Source: an optimization exercise on an open RTL-to-GDS flow (aim: small area). Production flows keep margins and buffers that such runs may drop.
Only simulation tests tie the RTL to the original design; equivalence was not proved.

==> flow/design.v <==
module etapa_id_segmentada #(
    parameter int ANCHO_DATO      = 32,
    parameter int NUM_REGS        = 32,
    parameter bit HABILITA_BYPASS = 1'b1
) (
    input  logic                  clk,
    input  logic                  rst,
    input  logic [31:0]           instruccion_if,
    input  logic [31:0]           pc_plus4_if,
    input  logic                  valido_if,
    input  logic                  wb_escribir,
    input  logic [4:0]            wb_rd,
    input  logic [ANCHO_DATO-1:0] wb_dato,
    input  logic                  ex_mem_leer_in,
    input  logic [4:0]            ex_rt_in,
    input  logic                  flush,
    output logic                  stall_if,
    output logic                  salto_id,
    output logic [31:0]           dir_salto,
    output logic                  ex_valido,
    output logic                  ex_reg_escribir,
    output logic                  ex_mem_leer,
    output logic                  ex_mem_escribir,
    output logic                  ex_mem_a_reg,
    output logic                  ex_alu_fuente,
    output logic                  ex_branch,
    output logic [1:0]            ex_alu_op,
    output logic [ANCHO_DATO-1:0] ex_dr1,
    output logic [ANCHO_DATO-1:0] ex_dr2,
    output logic [ANCHO_DATO-1:0] ex_ext,
    output logic [4:0]            ex_rs,
    output logic [4:0]            ex_rt,
    output logic [4:0]            ex_rd_dest,
    output logic [5:0]            ex_funct,
    output logic [31:0]           ex_pc_plus4,
    output logic                  ex_ilegal
);
    localparam logic [5:0] OP_R    = 6'b000000;
    localparam logic [5:0] OP_LW   = 6'b100011;
    localparam logic [5:0] OP_SW   = 6'b101011;
    localparam logic [5:0] OP_BEQ  = 6'b000100;
    localparam logic [5:0] OP_ADDI = 6'b001000;
    localparam logic [5:0] OP_J    = 6'b000010;
    localparam logic [2:0] C_BUB  = 3'd0;
    localparam logic [2:0] C_R    = 3'd1;
    localparam logic [2:0] C_LW   = 3'd2;
    localparam logic [2:0] C_SW   = 3'd3;
    localparam logic [2:0] C_BEQ  = 3'd4;
    localparam logic [2:0] C_ADDI = 3'd5;
    localparam logic [2:0] C_J    = 3'd6;
    localparam logic [2:0] C_ILL  = 3'd7;
    logic [5:0] opcode;
    logic [4:0] rs_f;
    logic [4:0] rt_f;
    assign opcode = instruccion_if[31:26];
    assign rs_f   = instruccion_if[25:21];
    assign rt_f   = instruccion_if[20:16];
    logic lee_rt;
    logic carga_pendiente;
    logic acepta;
    assign lee_rt          = (opcode == OP_R) || (opcode == OP_SW) || (opcode == OP_BEQ);
    assign carga_pendiente = ex_mem_leer_in && (ex_rt_in != 5'd0) &&
                             ((ex_rt_in == rs_f) || ((ex_rt_in == rt_f) && lee_rt));
    assign stall_if        = valido_if && !flush && carga_pendiente;
    assign salto_id        = valido_if && (opcode == OP_J) && !flush && !stall_if && !rst;
    assign dir_salto       = {pc_plus4_if[31:28], instruccion_if[25:0], 2'b00};
    assign acepta = valido_if && !flush && !carga_pendiente && !rst;
    logic [31:0] we;        
    logic [31:0] we_n;
    logic [31:1] valido_r;  
    logic [31:0] q [1:31];
    assign we[0]   = 1'b0;
    assign we_n[0] = 1'b1;
    for (genvar i = 1; i < 32; i++) begin : g_reg
        assign we[i]   = wb_escribir && (wb_rd == 5'(i));
        assign we_n[i] = !(wb_escribir && (wb_rd == 5'(i)));
        always_ff @(posedge clk) begin
            if (rst) valido_r[i] <= 1'b0;
            else if (we[i]) valido_r[i] <= 1'b1;
        end
        logic [31:0] q_sig;
        for (genvar b = 0; b < 32; b++) begin : g_bit
            id_celda_escritura u_c (.a(we[i]), .d(wb_dato[b]), .b(we_n[i]), .q(q[i][b]), .o(q_sig[b]));
        end
        always_ff @(posedge clk) begin
            q[i] <= q_sig;
        end
    end
    logic [31:0] sel1, sel2;
    logic [31:0] dr1, dr2;
    logic [4:0]  rs_q, rt_q;
    always_comb begin
        sel1[0] = 1'b0;
        sel2[0] = 1'b0;
        for (int i = 1; i < 32; i++) begin
            sel1[i] = (rs_q == 5'(i)) && valido_r[i];
            sel2[i] = (rt_q == 5'(i)) && valido_r[i];
        end
    end
    logic [31:0] src [33];
    always_comb begin
        src[0] = '0;
        for (int i = 1; i < 32; i++) src[i] = q[i];
        src[32] = '0;
    end
    logic [31:0] n1 [10];
    logic [31:0] n2 [10];
    for (genvar g = 0; g < 10; g++) begin : g_grp
        for (genvar b = 0; b < 32; b++) begin : g_bit
            id_aoi222 u_a1 (.a0(sel1[3*g+1]), .d0(src[3*g+1][b]), .a1(sel1[3*g+2]), .d1(src[3*g+2][b]),
                            .a2(sel1[3*g+3]), .d2(src[3*g+3][b]), .y(n1[g][b]));
            id_aoi222 u_a2 (.a0(sel2[3*g+1]), .d0(src[3*g+1][b]), .a1(sel2[3*g+2]), .d1(src[3*g+2][b]),
                            .a2(sel2[3*g+3]), .d2(src[3*g+3][b]), .y(n2[g][b]));
        end
    end
    always_comb begin
        dr1 = ~({32{sel1[31]}} & q[31]);
        dr2 = ~({32{sel2[31]}} & q[31]);
        for (int g = 0; g < 10; g++) begin
            dr1 = dr1 & n1[g];
            dr2 = dr2 & n2[g];
        end
        dr1 = ~dr1;
        dr2 = ~dr2;
    end
    logic [2:0] clase;
    always_comb begin
        case (opcode)
            OP_R:    clase = C_R;
            OP_LW:   clase = C_LW;
            OP_SW:   clase = C_SW;
            OP_BEQ:  clase = C_BEQ;
            OP_ADDI: clase = C_ADDI;
            OP_J:    clase = C_J;
            default: clase = C_ILL;
        endcase
    end
    logic [2:0]  clase_q;
    logic [15:0] imm_q;
    logic [31:0] pc_q;
    logic [57:0] campos, campos_d;
    assign campos = {instruccion_if[15:0], rs_f, rt_f, pc_plus4_if};
    for (genvar b = 0; b < 58; b++) begin : g_burbuja
        id_and2 u_b (.a(acepta), .b(campos[b]), .y(campos_d[b]));
    end
    always_ff @(posedge clk) begin
        clase_q <= acepta ? clase : C_BUB;
        {imm_q, rs_q, rt_q, pc_q} <= campos_d;
    end
    always_comb begin
        ex_valido       = 1'b1;
        ex_reg_escribir = 1'b0;
        ex_mem_leer     = 1'b0;
        ex_mem_escribir = 1'b0;
        ex_mem_a_reg    = 1'b0;
        ex_alu_fuente   = 1'b0;
        ex_branch       = 1'b0;
        ex_alu_op       = 2'b00;
        ex_ilegal       = 1'b0;
        ex_rd_dest      = 5'd0;
        case (clase_q)
            C_BUB:  ex_valido = 1'b0;
            C_R: begin
                ex_rd_dest      = imm_q[15:11];
                ex_reg_escribir = 1'b1;
                ex_alu_op       = 2'b10;
            end
            C_LW: begin
                ex_rd_dest      = rt_q;
                ex_reg_escribir = 1'b1;
                ex_mem_leer     = 1'b1;
                ex_mem_a_reg    = 1'b1;
                ex_alu_fuente   = 1'b1;
            end
            C_SW: begin
                ex_mem_escribir = 1'b1;
                ex_alu_fuente   = 1'b1;
            end
            C_BEQ: begin
                ex_branch = 1'b1;
                ex_alu_op = 2'b01;
            end
            C_ADDI: begin
                ex_rd_dest      = rt_q;
                ex_reg_escribir = 1'b1;
                ex_alu_fuente   = 1'b1;
            end
            C_J: ;
            default: ex_ilegal = 1'b1;
        endcase
    end
    assign ex_dr1      = dr1;
    assign ex_dr2      = dr2;
    assign ex_ext      = {{16{imm_q[15]}}, imm_q};
    assign ex_rs       = rs_q;
    assign ex_rt       = rt_q;
    assign ex_funct    = imm_q[5:0];
    assign ex_pc_plus4 = pc_q;
endmodule
module id_celda_escritura (
    input  logic a,
    input  logic d,
    input  logic b,
    input  logic q,
    output logic o
);
    assign o = (a & d) | (b & q);
endmodule
module id_aoi222 (
    input  logic a0, d0,
    input  logic a1, d1,
    input  logic a2, d2,
    output logic y
);
    assign y = ~((a0 & d0) | (a1 & d1) | (a2 & d2));
endmodule
module id_and2 (
    input  logic a,
    input  logic b,
    output logic y
);
    assign y = a & b;
endmodule
Settings: LEC_CHECK=0, CAP_MARGIN=20, CORE_MARGIN=2, CORE_UTILIZATION=45, PLACE_DENSITY=0.6, SLEW_MARGIN=20, SYNTH_HIERARCHICAL=1, BUFFER_PORTS_ARGS=-buffer_cell sky130_fd_sc_hd__buf_1, CTS_ARGS=-sink_clustering_enable -repair_clock_nets -dont_use_dummy_load -sink_clustering_size 24 -sink_clustering_max_diameter 80; clock period 6.0 ns.
standard.sh (not shown) runs the stock make flow with config.mk's settings and CLKGATE_MAP_FILE= SYNTH_SCRIPT=/design/flow/synth_recipe.tcl, a recipe that flattens the netlist after the stock synthesis.
==> flow/flow/run.sh <==
#!/bin/bash
set -e
cp standard.sh standard_sh.copy.txt
cat >> "$FLOW_CONFIG" <<'EOC'
export BUFFER_PORTS_ARGS = -buffer_cell sky130_fd_sc_hd__buf_1
export CTS_ARGS = -sink_clustering_enable -repair_clock_nets -dont_use_dummy_load -sink_clustering_size 24 -sink_clustering_max_diameter 80
EOC
bash standard.sh > standard.log 2>&1
Change:
==> flow/flow/run.sh (replaced) <==
#!/bin/bash
set -e
cp standard.sh standard_sh.copy.txt
cat >> "$FLOW_CONFIG" <<'EOC'
export BUFFER_PORTS_ARGS = -buffer_cell sky130_fd_sc_hd__buf_1
export CTS_ARGS = -sink_clustering_enable -repair_clock_nets -dont_use_dummy_load -sink_clustering_size 26 -sink_clustering_max_diameter 90
EOC
bash standard.sh > standard.log 2>&1
CTS_ARGS = -sink_clustering_enable -repair_clock_nets -dont_use_dummy_load -sink_clustering_size 26 -sink_clustering_max_diameter 90   (was -sink_clustering_enable -repair_clock_nets -dont_use_dummy_load -sink_clustering_size 24 -sink_clustering_max_diameter 80)
Outcome: The changed run finished with timing, DRC and antenna clean. Register-to-register slack is about the same. Global-route usage hardly moves. Design area stays flat. Maximum frequency hardly moves. Die area does not change. Clock-buffer cell count shrinks by 4.

-- port drivers added, routing unchanged --
In the flow no input, the clock included, has a driving cell. The finished layouts below were timed again as built, in two steps. Step 1, drivers: a clkbuf_16 drives clk and a buf_2 each remaining input, both assumed. Step 2, shift: input delay + t, output delay - t, t = (earliest + latest rising clock arrival at the registers) / 2. This alone moves slack from input paths to output paths. Three values: ideal ports, drivers, drivers and shift; two values: the first two.
run	shift t [ns]	slack for setup (ns)	latest minus earliest clock arrival (ns)
the first run	0.745	0.762 / 0.687 / 1.432	0.048 / 0.048
the second run	0.738	0.758 / 0.683 / 1.421	0.060 / 0.061
After both steps every run listed still meets setup and hold.
